This is an optimization exercise on Yosys and OpenROAD, whose aim is small area, a short achievable clock period and few clock cycles per item, not a production implementation.
Where RTL was checked, it was by simulation tests only, not by an equivalence proof against the original.
Function not checked in run 2: the RTL went through the layout flow alone.

==> flow/design.v <==
module fir_mac_sequencer #(
    parameter int TAPS   = 32,
    parameter int COEF_W = 20
) (
    input  logic                     clk,
    input  logic                     rst,
    input  logic signed [15:0]       data,
    input  logic                     data_valid,
    output logic                     data_ready,
    output logic [$clog2(TAPS)-1:0]  coef_addr,
    input  logic signed [COEF_W-1:0] coef_data,
    output logic [15:0]              fir_d,
    output logic                     fir_valid,
    output logic                     busy
);
    localparam int AW    = $clog2(TAPS);
    localparam int ACC_W = 16 + COEF_W;
    localparam logic [AW:0] LAST_TAP  = (AW+1)'(TAPS - 1);
    localparam logic [AW:0] WARM_FULL = (AW+1)'(TAPS);
    typedef enum logic [1:0] {
        IDLE,
        MAC,
        OUT
    } state_t;
    state_t                   state_q, state_d;
    logic signed [15:0]       sampleBuf_q [TAPS];
    logic [AW-1:0]            wrPtr_q;
    logic [AW-1:0]            base_q;
    logic [AW:0]              warm_q;
    logic [AW:0]              k_q;
    logic signed [ACC_W-1:0]  acc_q;
    logic [15:0]              firD_q;
    logic                     firValid_q;
    logic                     accept;
    logic                     lastTap;
    logic [AW-1:0]            tapIdx;
    logic signed [ACC_W-1:0]  product;
    logic [15:0]              quantized;
    logic                     unusedAccBits;
    assign tapIdx  = base_q - k_q[AW-1:0];
    assign product = ACC_W'(sampleBuf_q[tapIdx]) * ACC_W'(coef_data);
    assign unusedAccBits = ^{acc_q[ACC_W-3:31], acc_q[15:0]};
    always_ff @(posedge clk or posedge rst) begin
        if (rst) begin
            state_q <= IDLE;
        end else begin
            state_q <= state_d;
        end
    end
    always_comb begin
        state_d = state_q;
        accept  = 1'b0;
        lastTap = 1'b0;
        case (state_q)
            IDLE: begin
                accept = data_valid;
                if (accept && warm_q >= LAST_TAP) begin
                    state_d = MAC;
                end
            end
            MAC: begin
                lastTap = (k_q == LAST_TAP);
                if (lastTap) begin
                    state_d = OUT;
                end
            end
            OUT: begin
                state_d = IDLE;
            end
            default: begin
                state_d = IDLE;
            end
        endcase
    end
    always_ff @(posedge clk or posedge rst) begin
        if (rst) begin
            for (int i = 0; i < TAPS; i++) begin
                sampleBuf_q[i] <= '0;
            end
            wrPtr_q <= '0;
            base_q  <= '0;
            warm_q  <= '0;
        end else if (accept) begin
            sampleBuf_q[wrPtr_q] <= data;
            base_q  <= wrPtr_q;
            wrPtr_q <= wrPtr_q + AW'(1);
            if (warm_q != WARM_FULL) begin
                warm_q <= warm_q + (AW+1)'(1);
            end
        end
    end
    always_ff @(posedge clk or posedge rst) begin
        if (rst) begin
            acc_q <= '0;
            k_q   <= '0;
        end else if (accept) begin
            acc_q <= '0;
            k_q   <= '0;
        end else if (state_q == MAC) begin
            acc_q <= acc_q + product;
            k_q   <= k_q + (AW+1)'(1);
        end
    end
    always_comb begin
        quantized = {acc_q[ACC_W-2], acc_q[30:16]};
        if (acc_q[ACC_W-1]) begin
            quantized = {1'b1, acc_q[30:16]} + 16'd1;
        end
    end
    always_ff @(posedge clk or posedge rst) begin
        if (rst) begin
            firD_q     <= '0;
            firValid_q <= 1'b0;
        end else begin
            firValid_q <= 1'b0;
            if (state_q == OUT) begin
                firD_q     <= quantized;
                firValid_q <= (warm_q == WARM_FULL);
            end
        end
    end
    assign data_ready = (state_q == IDLE);
    assign busy       = (state_q != IDLE);
    assign coef_addr  = k_q[AW-1:0];
    assign fir_d      = firD_q;
    assign fir_valid  = firValid_q;
endmodule
==> flow/run.sh <==
#!/bin/bash
# synth_recipe.tcl (not shown) runs the flow's synth.tcl, then flattens the netlist and writes it again
# the make line also repeats each setting of config.mk as NAME=value (left out here)
make -C /OpenROAD-flow-scripts/flow DESIGN_CONFIG=/design/flow/config.mk WORK_HOME=/design/flow/orfs CLKGATE_MAP_FILE= SYNTH_SCRIPT=/design/flow/synth_recipe.tcl finish
==> flow/config.mk <==
export PLATFORM = sky130hd
export DESIGN_NAME = fir_mac_sequencer
export DESIGN_NICKNAME = fir_mac_sequencer
export VERILOG_FILES = /design/flow/design.v
export SDC_FILE = /design/flow/constraint.sdc
export NUM_CORES = 4
export LEC_CHECK = 0
export CAP_MARGIN = 20
export CORE_MARGIN = 2
export CORE_UTILIZATION = 40
export SLEW_MARGIN = 20
==> flow/constraint.sdc <==
create_clock -name core_clock -period 12.0 [get_ports {clk}]
set_input_delay 2.4000 -clock core_clock [delete_from_list [all_inputs] [get_ports {clk}]]
set_output_delay 2.4000 -clock core_clock [all_outputs]
set_load 0.01 [all_outputs]
==> impl_results.md, run 1 <==
* Status: no timing/DRC/antenna violations
* Mapped Nets at between 3000 and 4000
* Hpwl dp at between 70 and 80 mm
* RSZ-0062 raised after global routing: no
* Ys async rst share at 100.0%
* Fin. Hold Viols at 0
* Die X at around 320 um
* Crit-path max FO at 12
* Post-Route WL at 115.2 mm
* Gpl congestion at 0.8756
* DR iter-0 viols at about 2300
* Synth-to-Final Area Change at 11.67%
* Post-Syn Instances at between 3000 and 4000
* Sink Count at just under 600
* Share of the synthesized area in the top cell type at a little under two fifths
* Vias in the first global route at 27567
* Longest Clk Path Bufs at 3
* H-tree depth at 3
* CP Capture Type: flop
* Gr ovfl total at 0
* DRC viols at 0
* Die area at roughly 0.10 mm^2
* Rows at about 110
* Fin crit share at about 93%
* Die H at between 300 and 400 um
* RR Endpoint: acc_q[32]
* FF-to-FF path depth at 33
* Crit path DAT at about 12 ns
* Critical path depth at 33
* Cts bufs inserted at 66
* FMAX at ~89 MHz
* Initial Util at 40.27%
* Antenna Cells at 0
* Layout Cells excl Fill at roughly 4800
* Setup_tns at 0 ns
* Mean post-synth cell area at 11.29 um^2
* Fin crit period at about 11 ns
* Post-cts gate resize count at 0
* Setup bufs post-CTS at 0
* Hold_sp: firD_q[3]
* Post-Place Cells at between 4000 and 5000
* First-pass GRT wire length at 178.0 mm
* Critical path launch point type: flop
* Critical path's slowest cell: nor3_2
* Worst slew pin tran at 1.200 ns
* Io pins at 63
* Area contributors post-synth: dfrtp_1, fa_1, mux2_2, inv_1, ha_1
* Sequential area share after synthesis at between 30 and 40%
* Synthesized cell area at 0.03888 mm^2
* CP most frequent cell: fa_1
* Gr usage total at a little under a quarter
* Clock latency (worst-skew pair) at approximately 0.65 ns
* Crit path from: k_q[0]
* 1st-pass router iterations at 5
* Routed Antenna Nets at 0
* CTS tree: yes
* CP required at 12.45 ns
* Layout net count at roughly 4000
* MaxCap Viol Count at 0
* RR Startpoint: k_q[0]
* Via count at between 20000 and 30000
* Yosys reg bits at 589
* Relative slew slack at between 10% and 20%
* Synth area leader: dfrtp_1
* WS Path Type: reg -> reg
* Prevailing post-synth register cell: dfrtp_1
* Routed vias/inst at approximately 5.5
* Pin count of the biggest net entering global routing at about 180
* Critical path's top delay family: adder cells
* Final Setup Violations at 0
* WL per Instance at 24.09 um
* Clk root buf: clkbuf_16
* Delay of the slowest cell on the worst path at between 1 and 1.5 ns
* Core area at between 0.09 and 0.1 mm^2
* Initial antenna violation count at 2
* Max Slew Vio Count at 0
* Share of cells above drive strength 1 at between 20% and 30%
* CP bufs+invs at 6
* Distinct cells, synth at 60
* Worst-path clk slew at roughly 0.06 ns
* CP Capture Point: acc_q[32]
* IO Port Bufs at 62
* Cts hold-fix bufs at 0
* Synth Warn # at 2
* FF-to-FF setup slack at 0.82 ns
* Hold Crit Class: reg -> reg
* Number of synthesized flops with an enable pin at 0
* Clock skew at 0.05964 ns
-- cell type report --
type | count | area (um^2)
Clock buffer | 95 | 1911
Clock inverter | 20 | 287.8
Fill cell | 8966 | 53140
Inverter | 400 | 1505
Multi-Input combinational cell | 2239 | 21950
Sequential cell | 589 | 14740
Tap cell | 1276 | 1597
Timing Repair Buffer | 164 | 1434
-- per-layer routing --
layer / part of all wire, % / track usage, %
met4: 2.7 / 6.689
met1: 45 / 33.98
met5: 0 / 0
met3: 6.5 / 3.896
met2: 46 / 37.29
-- Yosys cell counts, drive strengths merged, types with 19 or more instances --
cell / n
mux2: 513
dfrtp: 589
xnor2: 46
nand2: 279
ha: 119
nand4: 37
a21oi: 88
buf: 61
clkbuf: 156
and2: 192
nor3: 43
xor2: 27
a22o: 19
nand3: 75
o21ai: 70
fa: 354
a22oi: 148
nor2: 72
inv: 399
-- sequential cells by signal, indices dropped and copies added (netlist names) --
signal / flops
warm_q: 6
wrPtr_q: 5
acc_q: 36
k_q: 6
state_q: 2
base_q: 5
firValid_q: 1
firD_q: 16
sampleBuf_q: 512
-- worst register-to-register path: cells and delay by family (launching register included) --
family / cells / cell delay, ns
XOR/XNOR: 2 / 0.75
AND/OR/NAND/NOR: 7 / 2.24
adder cells (fa/ha/maj): 9 / 3.98
buffers and inverters: 6 / 0.89
flip-flops: 1 / 0.43
AO/OA/AOI/OAI: 9 / 2.71
-- cells in the final DEF, fill, tap and decap left out, types with 19 or more instances in the layout --
cell type	netlist	final
clkbuf_16	0	66
nand4_1	37	37
inv_1	399	398
buf_4	8	98
ha_1	119	119
nand2_1	279	279
nor2_1	72	63
o21ai_0	68	68
dfrtp_1	589	589
xnor2_1	46	44
a22o_1	19	19
and2_1	192	192
a21oi_1	87	83
nor3_2	22	22
nand3_1	75	68
fa_1	354	354
mux2_2	513	513
a22oi_1	148	148
xor2_1	26	25
clkdlybuf4s50_1	0	60
-- worst min-delay path by stage --
stage                         end  cells after the start
4_1_cts                 firD_q[3]                      2
2_1_floorplan           base_q[2]                      2
6_report                firD_q[3]                      2
5_1_grt        sampleBuf_q[25][4]                      1
3_3_place_gp            firD_q[4]                      2
3_5_place_dp            firD_q[3]                      2
-- through the flow --
| step | setup slack, ns | cell area, um^2 | util [%] | hold WS, ns |
|---|---|---|---|---|
| 5_1_grt | 0.1215 | 43420 | 44.97 | 0.5097 |
| 6_report | 0.8220 | 43420 | 44.97 | 0.4677 |
| 3_3_place_gp | 1.125 | 41190 | 42.66 | 0.4610 |
| 2_1_floorplan | 1.571 | 38890 | - | 0.4502 |
| 3_5_place_dp | 1.035 | 41190 | 42.66 | 0.4701 |
| 4_1_cts | 0.9509 | 43390 | 44.93 | 0.4789 |
-- cells by family after synthesis --
logic type	Yosys count	synth area share (%)
flip-flops	589	37.90
buffers and inverters	617	6.184
multiplexers	520	15.04
AO/OA/AOI/OAI	422	7.394
AND/OR/NAND/NOR	751	9.762
XOR/XNOR	73	1.664
adder cells (fa/ha/maj)	473	22.05
Testbench counts, summed over its fixed seeds: cycles 54,928, items 1,608.
==> inputs of run 2 (changes only) <==
--- a/flow/design.v
+++ b/flow/design.v
@@ -56,3 +56,3 @@
                 accept = data_valid;
-                if (accept && warm_q >= LAST_TAP) begin
+                if (accept) begin
                     state_d = MAC;
==> run 2 against run 1 <==
Flip-flop and latch count did not move. Core utilization is 0.26 points higher. Final cell count increased by 0.13%. Register-to-register slack better by 0.57 ns. Critical endpoint is now acc_q[35]. Hold slack improved by 0.0062 ns. Still clean. Clock skew down 0.021 ns.
==> impl_results.md, run 2 <==
* Fin. Hold Viols at 0 (unchanged)
* Max FFs per register at 512 (unchanged)
* Routed vias/inst at 5.572 (+0.62%)
* Worst slew pin tran at 1.153 ns (-0.04754 ns)
* RSZ-0062 raised after global routing: no
* IO Port Bufs at 62 (unchanged)
* CP Capture Type: flop
* MaxCap Viol Count at 0 (unchanged)
* CTS tree: yes
* Share of the synthesized area in the top cell type at 37.98% (+0.078 points)
* Sequential area share after synthesis at 37.98% (+0.078 points)
* Relative slew slack at 23.17% (+3.6 points)
* Initial antenna violation count at 1 (-1)
* Largest Register: sampleBuf_q
* 1st-pass router iterations at 7 (+2)
* Yosys reg bits at 589 (unchanged)
* Distinct cells, synth at 67 (+12%)
* Hold Crit Class: reg -> reg
* Worst-path clk slew at 0.05 ns (about the same)
* Clock latency (worst-skew pair) at 0.64 ns (about the same)
* Mapped Nets at 3938 (-0.48%)
* Delay of the slowest cell on the worst path at 0.80 ns (-0.21 ns)
* Layout Cells excl Fill at 4789 (+0.13%)
* Clk root buf: clkbuf_16
* CP most frequent cell: fa_1
* Area contributors post-synth: dfrtp_1, fa_1, mux2_2, inv_1, ha_1
* Synth Warn # at 2 (unchanged)
* Post-Place Cells at 4665 (-0.043%)
* Initial Util at 40.24% (about the same)
* Pin count of the biggest net entering global routing at 174 (-4.9%)
* Gr usage total at 23.43% (-0.29 points)
* Number of synthesized flops with an enable pin at 0 (unchanged)
* Sink Count at 589 (unchanged)
* Prevailing post-synth register cell: dfrtp_1
* Max Slew Vio Count at 0 (unchanged)
* Cts hold-fix bufs at 0 (unchanged)
* Post-cts gate resize count at 0 (unchanged)
* Gpl congestion at 0.9012 (+2.9%)
* WS Path Type: reg -> reg
* DR iter-0 viols at 2196 (-3.5%)
* Crit-path max FO at 14 (+2)
* Antenna Cells at 0 (unchanged)
* Clock skew at 0.03855 ns (-0.02109 ns)
* Layout net count at 3972 (unchanged)
* Via count at 26683 (+0.74%)
* Largest regs: sampleBuf_q (512), acc_q (36), firD_q (16)
* Critical path's slowest cell: nor3_2
* Most common cell in the netlist: dfrtp_1
* Mean post-synth cell area at 11.33 um^2 (+0.35%)
* Status: no timing/DRC/antenna violations
* Synth area leader: dfrtp_1
* FMAX at 94.24 MHz (+5.3%)
* Hpwl dp at 77.85 mm (-2.1%)
* Rows at 114 (unchanged)
* Fin crit share at 88.43% (-4.7 points)
* Ys async rst share at 100.0% (unchanged)
* Synth-to-Final Area Change at 12.39%
* H-tree depth at 3 (unchanged)
* Fin crit period at 10.61 ns (-0.5665 ns)
* Commonest cells post-synth: dfrtp_1, mux2_2, inv_1
* Post-Syn Instances at 3426 (-0.55%)
* Final Setup Violations at 0 (unchanged)
* Die X at 315.5 um (-0.10%)
* Most common cell after layout, fill and taps aside: dfrtp_1
* Die area at 0.09952 mm^2 (-0.21%)
* Longest Clk Path Bufs at 3 (unchanged)
* Core area at 0.09642 mm^2 (-0.15%)
* Setup bufs post-CTS at 0 (unchanged)
* Share of cells above drive strength 1 at 22.91% (+0.56 points)
* Critical path launch point type: flop
* WL per Instance at 23.89 um (-0.82%)
* Most frequent cells in the layout: dfrtp_1, mux2_2, inv_1
* DRC viols at 0 (unchanged)
* First-pass GRT wire length at 175.2 mm (-1.6%)
* Setup_tns at 0 ns (unchanged)
* Die H at 315.5 um (-0.10%)
* Vias in the first global route at 27543 (-0.087%)
* Post-Route WL at 114.4 mm (-0.70%)
* Gr ovfl total at 0 (unchanged)
* Crit path DAT at 11.12 ns (-0.51 ns)
* Routed Antenna Nets at 0 (unchanged)
* Io pins at 63 (unchanged)
* CP required at 12.51 ns (+0.06 ns)
* Synthesized cell area at 0.03880 mm^2 (-0.21%)
* Cts bufs inserted at 67 (+1.5%)
==> run 2: cell types whose count changed after synthesis, moves of 19 or more <==
cell and delta:
nand3_1 -49, a21oi_1 -39, buf_2 -34, nor3_2 -19
nand2_1 +41, clkbuf_1 +30
==> run 2: layer usage <==
metal	GRT usage (%)	vias up	wire length, um
met4	7.809	2	3947
met2	36.96	865	52500
li1	-	11497	-
met3	3.726	219	7334
met5	0	-	13
met1	33.03	14100	50620
==> run 2: worst paths after layout <==
kind | end | cells after the start | slack, ns | from
hold / removal | firD_q[15] | 2 | 0.47 | firD_q[15]
max in group asynchronous | sampleBuf_q[24][4] | 4 | 7.87 | rst
setup reg to reg | acc_q[35] | 34 | 1.39 | k_q[0]
min in group asynchronous | sampleBuf_q[21][14] | 2 | 2.19 | rst
setup / recovery | acc_q[35] | 34 | 1.39 | k_q[0]
hold reg to reg | firD_q[15] | 2 | 0.47 | firD_q[15]
==> run 2: cell families after synthesis <==
| group | count (synthesis) | share of synthesized area, % |
|---|---|---|
| and+or+nand+nor | 740 | 9.335 |
| buffers and inverters | 621 | 6.155 |
| DFF | 589 | 37.98 |
| muxes | 518 | 15.02 |
| adders and majority gates | 473 | 22.10 |
| AOI/OAI and AO/OA | 414 | 7.729 |
| xor gates and xnor gates | 71 | 1.680 |
==> run 2: final cells by class <==
| class | instances | area, um^2 |
|---|---|---|
| multi-input cells | 2216 | 21820 |
| inverters | 411 | 1546 |
| clock inverters | 31 | 467.9 |
| well taps | 1276 | 1597 |
| clock buffers | 91 | 1938 |
| repair buffers | 175 | 1501 |
| fillers | 8988 | 52810 |
| flip-flops and latches | 589 | 14740 |
==> run 2: per-stage QoR <==
step	util (%)	setup slack [ns]	instance area [um^2]	hold WS (ns)
after floorplan	-	1.571	38810	0.4454
after global placement	42.71	1.455	41180	0.4642
final	45.23	1.388	43610	0.4739
after CTS	45.20	1.331	43580	0.4820
after global routing	45.23	0.8732	43610	0.5018
after detailed placement	42.71	1.397	41180	0.4692
==> run 2: critical path, delay by kind of cell (launching register included) <==
| kind | cells | cell delay [ns] |
|---|---|---|
| compound gates | 11 | 2.90 |
| fa+ha+maj | 9 | 3.94 |
| flops | 1 | 0.43 |
| xor+xnor | 2 | 0.88 |
| buf+inv | 7 | 0.69 |
| simple gates | 5 | 1.64 |
==> inputs of run 3 (changes only) <==
==> flow/design.v (replaced) <==
module fir_mac_sequencer #(
    parameter int TAPS   = 32,
    parameter int COEF_W = 20
) (
    input  logic                     clk,
    input  logic                     rst,
    input  logic signed [15:0]       data,
    input  logic                     data_valid,
    output logic                     data_ready,
    output logic [$clog2(TAPS)-1:0]  coef_addr,
    input  logic signed [COEF_W-1:0] coef_data,
    output logic [15:0]              fir_d,
    output logic                     fir_valid,
    output logic                     busy
);
    localparam int NM    = 8;              
    localparam int PH    = TAPS / NM;      
    localparam int ACC_W = 16 + COEF_W;
    logic               rdy_q, run_q;
    logic [1:0]         ph_q;
    logic [4:0]         warm_q;
    logic [5:0]         lc_q;
    logic signed [15:0] w_q  [TAPS];
    logic signed [19:0] cc_q [TAPS];
    logic [ACC_W-1:0]   acc_q;
    logic [15:0]        firD_q;
    logic               firValid_q;
    logic               lastPh, accept, startMac;
    logic [ACC_W-1:0]   prodSum, sumNow;
    logic [15:0]        quantized;
    assign lastPh     = run_q && (ph_q == 2'(PH - 1));
    assign data_ready = rdy_q && (!run_q || lastPh);
    assign busy       = ~data_ready;
    assign accept     = data_valid && data_ready;
    assign startMac   = accept && (warm_q == 5'd31);
    assign coef_addr  = lc_q[4:0];
    always_ff @(posedge clk or posedge rst) begin
        if (rst) begin
            rdy_q      <= 1'b0;
            run_q      <= 1'b0;
            ph_q       <= '0;
            warm_q     <= '0;
            lc_q       <= '0;
            firValid_q <= 1'b0;
        end else begin
            rdy_q      <= 1'b1;
            firValid_q <= lastPh;
            if (!lc_q[5]) lc_q <= lc_q + 6'd1;
            if (accept && warm_q != 5'd31) warm_q <= warm_q + 5'd1;
            if (run_q) ph_q <= ph_q + 2'd1;
            if (startMac) begin
                run_q <= 1'b1;
                ph_q  <= '0;
            end else if (lastPh) begin
                run_q <= 1'b0;
            end
        end
    end
    always_ff @(posedge clk) begin
        for (int i = 0; i < TAPS; i++) begin
            if (run_q && accept) begin
                w_q[i] <= (i == 0) ? data : w_q[(i - 1 + NM) % TAPS];
            end else if (run_q) begin
                w_q[i] <= w_q[(i + NM) % TAPS];
            end else if (accept) begin
                w_q[i] <= (i == 0) ? data : w_q[i - 1];
            end
        end
    end
    always_ff @(posedge clk) begin
        for (int i = 0; i < TAPS; i++) begin
            if (run_q) begin
                cc_q[i] <= cc_q[(i + NM) % TAPS];
            end else if (!lc_q[5]) begin
                cc_q[i] <= (i == TAPS - 1) ? coef_data : cc_q[i + 1];
            end
        end
    end
    always_comb begin
        prodSum = '0;
        for (int j = 0; j < NM; j++) begin
            prodSum = prodSum + ACC_W'(ACC_W'(w_q[j]) * ACC_W'(cc_q[j]));
        end
        sumNow = ((ph_q == 2'd0) ? '0 : acc_q) + prodSum;
    end
    always_comb begin
        quantized = {sumNow[ACC_W-2], sumNow[30:16]};
        if (sumNow[ACC_W-1]) begin
            quantized = {1'b1, sumNow[30:16]} + 16'd1;
        end
    end
    always_ff @(posedge clk) begin
        if (run_q) acc_q <= sumNow;
        if (lastPh) firD_q <= quantized;
    end
    assign fir_d     = firD_q;
    assign fir_valid = firValid_q;
endmodule
--- a/flow/config.mk
+++ b/flow/config.mk
@@ -8,4 +8,7 @@
 export CAP_MARGIN = 20
+export CELL_PAD_IN_SITES_DETAIL_PLACEMENT = 1
+export CELL_PAD_IN_SITES_GLOBAL_PLACEMENT = 2
 export CORE_MARGIN = 2
-export CORE_UTILIZATION = 40
+export CORE_UTILIZATION = 30
+export PLACE_DENSITY = 0.5
 export SLEW_MARGIN = 20
==> run 3 against run 2 <==
Still clean. Synthesized cell count grew to 4.0 times the previous value. Routed wire length rose to 5.2 times the previous value. Critical endpoint is now firD_q[12].
==> impl_results.md, run 3 <==
* DR iter-0 viols at 6429 (+190%)
* CP required at 12.65 ns (+0.14 ns)
* DRC viols at 0 (unchanged)
* Gr ovfl total at 0 (unchanged)
* Routed Antenna Nets at 0 (unchanged)
* Synth-to-Final Area Change at 10.91%
* Max Slew Vio Count at 0 (unchanged)
* Initial antenna violation count at 81 (+80)
* Initial Util at 30.08% (-10 points)
* Cts bufs inserted at 173 (+160%)
* CP Capture Type: flop
* Commonest cells post-synth: inv_1, fa_1, nand2_1
* Hpwl dp at 516.6 mm (+560%)
* Setup_tns at 0 ns (unchanged)
* Gr usage total at 23.84% (+0.41 points)
* Prevailing post-synth register cell: edfxtp_1
* Via count at 97754 (+270%)
* Critical path depth at 30 (-12%)
* Hold depth at 1 (-1)
* Yosys reg bits at 1220 (+110%)
* Mean post-synth cell area at 10.94 um^2 (-3.4%)
* Io pins at 63 (unchanged)
* Synth Warn # at 3 (+1)
* Longest Clk Path Bufs at 4 (+1)
* WS Path Type: reg -> reg
* Hold Crit Class: reg -> reg
* Post-Place Cells at 20345 (+340%)
* Clk root buf: clkbuf_16
* Sequential area share after synthesis at 24.29% (-14 points)
* Fin crit share at 96.41% (+8.0 points)
* Delay of the slowest cell on the worst path at 0.92 ns (+0.12 ns)
* Clock latency (worst-skew pair) at 0.93 ns (+0.29 ns)
* Relative slew slack at 14.35% (-8.8 points)
* Share of cells above drive strength 1 at 10.40% (-13 points)
* Die area at 0.5073 mm^2 (+410%)
* Critical path's slowest cell: edfxtp_1
* Die H at 712.2 um (+130%)
* Most common cell in the netlist: inv_1
* Sink Count at 1220 (+110%)
* First-pass GRT wire length at 858.0 mm (+390%)
* Ys async rst share at 1.311% (-99 points)
* Cts hold-fix bufs at 0 (unchanged)
* Setup WS pre-CTS at 0.4638 ns (-0.9331 ns)
* Critical path launch point type: flop
* Worst slew pin tran at 1.276 ns (+0.1230 ns)
* H-tree depth at 4 (+1)
* Fin. Hold Viols at 0 (unchanged)
* Crit-path max FO at 14 (unchanged)
* Mapped Nets at 17321 (+340%)
* Synthesized cell area at 0.1505 mm^2 (+290%)
* WL per Instance at 28.97 um (+21%)
* CP most frequent cell: fa_1
* FMAX at 86.44 MHz (-8.3%)
* Post-Route WL at 599.2 mm (+420%)
* Post-Syn Instances at 13757 (+300%)
* Share of the synthesized area in the top cell type at 40.47% (+2.5 points)
* Layout Cells excl Fill at 20679 (+330%)
* CP bufs+invs at 7 (unchanged)
* Status: no timing/DRC/antenna violations
* Critical path's top delay family: adder cells
* Layout net count at 17404 (+340%)
* Setup ws final at 0.4308 ns (-0.9576 ns)
* Number of synthesized flops with an enable pin at 1204 (+1204)
* Setup bufs post-CTS at 0 (unchanged)
* IO Port Bufs at 62 (unchanged)
* Crit path DAT at 12.21 ns (+1.09 ns)
* Distinct cells, synth at 62 (-7.5%)
* Most frequent cells in the layout: inv_1, fa_1, nand2_1
* Most common cell after layout, fill and taps aside: inv_1
* CTS tree: yes
* Gpl congestion at 0.8627 (-4.3%)
* Post-cts gate resize count at 0 (unchanged)
* Vias in the first global route at 112213 (+310%)
* Final Setup Violations at 0 (unchanged)
* Core area at 0.5003 mm^2 (+420%)
* RSZ-0062 raised after global routing: no
* Largest Register: cc_q
* Die X at 712.2 um (+130%)
* Max FFs per register at 640 (+25%)
* Routed vias/inst at 4.727 (-15%)
* Rows at 260 (+130%)
* FF-to-FF path depth at 30 (-12%)
* MaxCap Viol Count at 0 (unchanged)
* Largest regs: cc_q (640), w_q (512), acc_q (36)
* Synth area leader: fa_1
* 1st-pass router iterations at 5 (-2)
* Pin count of the biggest net entering global routing at 208 (+20%)
* Worst-path clk slew at 0.06 ns (about the same)
* Clock skew at 0.08281 ns (+0.04426 ns)
* Area contributors post-synth: fa_1, edfxtp_1, inv_1, mux2_2, and2_1
* Fin crit period at 11.57 ns (+0.9576 ns)
[run 3: worst paths after layout]
kind | from | endpoint | slack (ns)
max | w_q[3][5] | firD_q[12] | 0.43
min | warm_q[3] | warm_q[3] | 0.47
max reg2reg | w_q[3][5] | firD_q[12] | 0.43
min reg2reg | warm_q[3] | warm_q[3] | 0.47
max in group asynchronous | rst | run_q | 9.63
min in group asynchronous | rst | ph_q[1] | 1.88
[run 3: layout make-up]
cell class	instances	area [um^2]
antenna	21	52.55
multi-input combinational	8644	99320
clock buffer	201	4456
fill	55081	333400
clock inverter	111	988.4
inverter	3207	12040
timing repair buffer	594	5120
sequential	1220	36560
tap	6681	8359
[run 3: worst register-to-register path: cells and delay by family (launching register included)]
kind                     cells  cell delay (ns)
adder cells (fa/ha/maj)     12             6.22
buffers and inverters        7             1.18
AO/OA/AOI/OAI                2             0.89
AND/OR/NAND/NOR              8             1.94
XOR/XNOR                     1             0.17
flip-flops                   1             0.92
[run 3: kinds of logic (layout without fill, tap and decap cells)]
logic type      Yosys count  after routing  share of synthesized area [%]
xor+xnor                154            154                         0.9471
compound gates          605            605                          2.136
mux                    1158           1158                          8.252
other cells               1             22                       0.002492
simple gates           3201           3201                          10.15
buf+inv                3893           4113                          9.734
fa+ha+maj              3525           3525                          44.49
flops                  1220           1220                          24.29
[run 3: per-stage QoR]
step	area (um^2)	hold slack, ns	util, %
after floorplan	150500	0.4381	-
after global placement	161100	0.4538	32.20
after detailed placement	161400	0.4704	32.25
after CTS	166800	0.4786	33.34
after global routing	166900	0.5043	33.35
final	166900	0.4748	33.36
[run 3: layer usage]
| metal | share of wire [%] | global-route usage [%] | up-vias |
|---|---|---|---|
| met4 | 2.1 | 4.347 | 4 |
| met3 | 3.7 | 1.686 | 450 |
| li1 | - | - | 41475 |
| met2 | 46 | 37.89 | 1688 |
| met1 | 49 | 35.95 | 54137 |
| met5 | 0.0045 | 0 | - |
Testbench counts of run 3, summed over its fixed seeds: cycles 6,696, items 1,608.
==> inputs of run 4 (changes only) <==
--- a/flow/design.v
+++ b/flow/design.v
@@ -15,3 +15,3 @@
 );
-    localparam int NM    = 8;              
+    localparam int NM    = 16;             
     localparam int PH    = TAPS / NM;      
@@ -25,5 +25,8 @@
     logic [ACC_W-1:0]   acc_q;
+    logic [ACC_W-1:0]   prod_q [NM];
+    logic               runD_q;
+    logic [1:0]         phD_q;
     logic [15:0]        firD_q;
     logic               firValid_q;
-    logic               lastPh, accept, startMac;
+    logic               lastPh, lastPhD, accept, startMac;
     logic [ACC_W-1:0]   prodSum, sumNow;
@@ -31,2 +34,3 @@
     assign lastPh     = run_q && (ph_q == 2'(PH - 1));
+    assign lastPhD    = runD_q && (phD_q == 2'(PH - 1));
     assign data_ready = rdy_q && (!run_q || lastPh);
@@ -40,2 +44,3 @@
             run_q      <= 1'b0;
+            runD_q     <= 1'b0;
             ph_q       <= '0;
@@ -46,3 +51,4 @@
             rdy_q      <= 1'b1;
-            firValid_q <= lastPh;
+            firValid_q <= lastPhD;
+            runD_q     <= run_q;
             if (!lc_q[5]) lc_q <= lc_q + 6'd1;
@@ -78,2 +84,8 @@
     end
+    always_ff @(posedge clk) begin
+        phD_q <= ph_q;
+        for (int j = 0; j < NM; j++) begin
+            prod_q[j] <= ACC_W'(ACC_W'(w_q[j]) * ACC_W'(cc_q[j]));
+        end
+    end
     always_comb begin
@@ -81,5 +93,5 @@
         for (int j = 0; j < NM; j++) begin
-            prodSum = prodSum + ACC_W'(ACC_W'(w_q[j]) * ACC_W'(cc_q[j]));
+            prodSum = prodSum + prod_q[j];
         end
-        sumNow = ((ph_q == 2'd0) ? '0 : acc_q) + prodSum;
+        sumNow = ((phD_q == 2'd0) ? '0 : acc_q) + prodSum;
     end
@@ -92,4 +104,4 @@
     always_ff @(posedge clk) begin
-        if (run_q) acc_q <= sumNow;
-        if (lastPh) firD_q <= quantized;
+        if (runD_q) acc_q <= sumNow;
+        if (lastPhD) firD_q <= quantized;
     end
==> run 4 against run 3 <==
Synthesized cell count grew 92%. Core utilization shrank 0.46 points. Clock skew grew 0.00077 ns. Maximum frequency grew 42%. Via count grew 82%. First-iteration DRC count grew 43%. Register-to-register slack gained 3.4 ns.
==> impl_results.md, run 4 <==
* Status: no timing/DRC/antenna violations
* Initial Util at 30.10% (about the same)
* Final Setup Violations at 0 (unchanged)
* H-tree depth at 5 (+1)
* Largest regs: cc_q (640), prod_q (576), w_q (512)
* Fillcell total at 99150 (+80%)
* Pin count of the biggest net entering global routing at 181 (-13%)
* CP bufs+invs at 3 (-4)
* Sequential area share after synthesis at 18.02% (-6.3 points)
* Share of cells above drive strength 1 at 6.421% (-4.0 points)
* Setup bufs post-CTS at 0 (unchanged)
* Yosys reg bits at 1799 (+47%)
* Clk root buf: clkbuf_16
* Synth Warn # at 4 (+1)
* Cts hold-fix bufs at 0 (unchanged)
* Distinct cells, synth at 95 (+53%)
* Die X at 947.8 um (+33%)
* Setup ws final at 3.856 ns (+3.425 ns)
* Max FFs per register at 640 (unchanged)
* Combinational family with the most area after synthesis: adder cells
* Gpl congestion at 0.8292 (-3.9%)
* Post-Place Cells at 37716 (+85%)
* M1 GR Usage at 32.04% (-3.9 points)
* Setup WS pre-CTS at 3.985 ns (+3.521 ns)
* Most frequent cells in the layout: inv_1, fa_1, nand2_1
* Number of synthesized flops with an enable pin at 1204 (unchanged)
* Met3 Use GR at 1.866% (+0.18 points)
* Gr ovfl total at 0 (unchanged)
* Post-Route WL at 1022 mm (+71%)
* CTS tree: yes
* Crit path DAT at 9.08 ns (-3.13 ns)
* Gr usage total at 23.06% (-0.78 points)
* Clock latency (worst-skew pair) at 1.02 ns (+0.09 ns)
* Routed vias/inst at 4.642 (-1.8%)
* Initial antenna violation count at 126 (+56%)
* Share of the synthesized area in the top cell type at 41.96% (+1.5 points)
* MaxCap Viol Count at 0 (unchanged)
* Rows at 346 (+33%)
* Simple-Gate Fraction of Synth Area at 11.62% (+1.5 points)
* Fin. Hold Viols at 0 (unchanged)
* Delay of the slowest cell on the worst path at 1.07 ns (+0.15 ns)
* Setup_tns at 0 ns (unchanged)
* Ys async rst share at 0.9450% (-0.37 points)
* 1st-pass router iterations at 5 (unchanged)
* Worst path cell trace: nand2_1 > fa_1 > inv_1 > fa_1 > inv_1 > fa_1 > fa_1 > fa_1 > inv_1 > fa_1 > ha_1 > a2111oi_0 > nand2_1 > a21oi_1 > o21ai_0 > nand2_1 > nor2_1 > o41ai_2 > o211ai_1 > or4_1 > nand3_1
* Synth-to-Final Area Change at 9.285%
* Worst slew pin tran at 1.198 ns (-0.07732 ns)
* CP Capture Type: flop
* Relative slew slack at 19.40% (+5.0 points)
* GRT busiest layer: met2
* WL per Instance at 26.71 um (-7.8%)
* Clock skew at 0.08357 ns (+0.0007668 ns)
* Layout net count at 33288 (+91%)
* DR iter-0 viols at 9223 (+43%)
* RSZ-0062 raised after global routing: no
* DRC viols at 0 (unchanged)
* Mean post-synth cell area at 10.10 um^2 (-7.7%)
* Crit-path max FO at 23 (+9)
* CP most frequent cell: fa_1
* Post-Synth XOR/XNOR Area at 2.310% (+1.4 points)
* Critical path launch point type: flop
* Mapped Nets at 33582 (+94%)
* Critical path's top delay family: adder cells
* Largest Register: cc_q
* Die H at 947.8 um (+33%)
* Min Hold Slack at 0.4918 ns (+0.01702 ns)
* Max Slew Vio Count at 0 (unchanged)
* Vias in the first global route at 203279 (+81%)
* Layout Cells excl Fill at 38260 (+85%)
* Worst-path clk slew at 0.06 ns (about the same)
* Fin crit share at 67.87% (-29 points)
* Post-cts gate resize count at 0 (unchanged)
* Post-Syn Instances at 26455 (+92%)
* Synth Area in Compound Gates at 4.189% (+2.1 points)
* Hold Crit Class: reg -> reg
* IO Port Bufs at 62 (unchanged)
* Mux cell area share after synthesis at 4.654% (-3.6 points)
* Adder-cell share of the synthesized area at 48.92% (+4.4 points)
* Core area at 0.8879 mm^2 (+77%)
* Commonest cells post-synth: inv_1, fa_1, nand2_1
* GRT met2 Usage at 40.15% (+2.3 points)
* Routed Antenna Nets at 0 (unchanged)
* First-pass GRT wire length at 1502 mm (+75%)
* Synth area leader: fa_1
* Cts bufs inserted at 268 (+55%)
* WS Path Type: reg -> reg
* Longest Clk Path Bufs at 4 (unchanged)
* Via count at 177611 (+82%)
* Most common cell in the netlist: inv_1
* Most common cell after layout, fill and taps aside: inv_1
* Prevailing post-synth register cell: edfxtp_1
* FMAX at 122.8 MHz (+42%)
* Fin crit period at 8.144 ns (-3.425 ns)
* Io pins at 63 (unchanged)
* CP required at 12.93 ns (+0.28 ns)
* Die area at 0.8984 mm^2 (+77%)
* Critical path's slowest cell: edfxtp_1
* Area contributors post-synth: fa_1, edfxtp_1, inv_1, ha_1, nand2_1
* Hpwl dp at 837.6 mm (+62%)
* Synthesized cell area at 0.2672 mm^2 (+78%)
* Sink Count at 1799 (+47%)
## run 4: changes by cell type in the layout (fill, tap and decap cells not counted), moves of 133 or more
cell | previous run | this run
xnor2_1 | 125 | 541
a21o_1 | 12 | 243
nor2_1 | 547 | 779
ha_1 | 482 | 1487
inv_1 | 3206 | 6144
and2_1 | 1070 | 1887
xor2_1 | 23 | 156
a21oi_1 | 515 | 899
fa_1 | 3042 | 5601
nand2b_1 | 96 | 356
o21ai_0 | 20 | 231
nand2_1 | 1354 | 3167
dfxtp_1 | 0 | 578
## run 4: worst paths after layout
check	cells after the start	slack, ns	to	startpoint
min	1	0.49	warm_q[3]	warm_q[3]
max in group asynchronous	2	9.70	run_q	rst
max reg2reg	21	3.86	prod_q[3][34]	w_q[3][1]
min in group asynchronous	2	1.79	ph_q[1]	rst
min reg2reg	1	0.49	warm_q[3]	warm_q[3]
max	21	3.86	prod_q[3][34]	w_q[3][1]
## run 4: layout make-up
| type | instances | area (um^2) | area share (%) |
|---|---|---|---|
| Timing Repair Buffer | 609 | 5017 | 1.718 |
| Clock buffer | 355 | 7602 | 2.603 |
| Tap cell | 11832 | 14800 | 5.069 |
| Multi-Input combinational cell | 17337 | 191600 | 65.62 |
| Inverter | 6146 | 23070 | 7.899 |
| Sequential cell | 1799 | 48160 | 16.49 |
| Antenna cell | 45 | 112.6 | 0.03856 |
| Clock inverter | 137 | 1643 | 0.5625 |
## run 4: metal layers
| layer | up-vias | part of all wire (%) |
|---|---|---|
| met4 | 0 | 1.7 |
| met2 | 2185 | 49 |
| met1 | 96331 | 46 |
| met3 | 563 | 2.9 |
| li1 | 78532 | - |
| met5 | - | 0 |
## run 4: metrics by stage
stage	area, um^2	utilization [%]
global placement	282500	31.81
floorplan	267200	-
CTS	291800	32.87
detailed placement	282600	31.82
finish	292000	32.89
global route	292000	32.88
## run 4: cells by family (layout without fill, tap and decap cells)
logic type,after synthesis,count (layout)
compound gates,1834,1834
xor+xnor,703,703
simple gates,6551,6551
buf+inv,7319,7247
fa+ha+maj,7088,7088
flops,1799,1799
other cells,1,46
mux,1160,1160
Testbench counts of run 4, summed over its fixed seeds: cycles 3,488, items 1,608.

-- what the ideal ports hide --
No port has a modelled driver above. Below, the same layouts with a new extraction and two added sets of constraints.
Step 1 sets driving cells, clkbuf_16 on the clock port and buf_2 on the other inputs (assumed; they add their load-dependent delay and slew).
Step 2 moves the port delays by t, midway between the first and last clock arrival at a register: inputs arrive t later, outputs are due t later. That takes back most of the time a late clock gives input paths.
Slacks: ideal / step 1 / step 2; pairs: ideal / step 1.
run | t, ns | setup slack, ns | worst setup path after step 2 | latest minus earliest clock arrival (ns)
run 1 | 0.678 | 0.822 / 0.822 / 0.822 | register to register | 0.067 / 0.067
run 2 | 0.691 | 1.388 / 1.388 / 1.388 | register to register | 0.039 / 0.039
run 3 | 1.014 | 0.431 / 0.431 / 0.431 | register to register | 0.087 / 0.087
run 4 | 1.135 | 3.856 / 3.856 / 3.856 | register to register | 0.085 / 0.085
After both steps setup and hold are still met in every run listed.
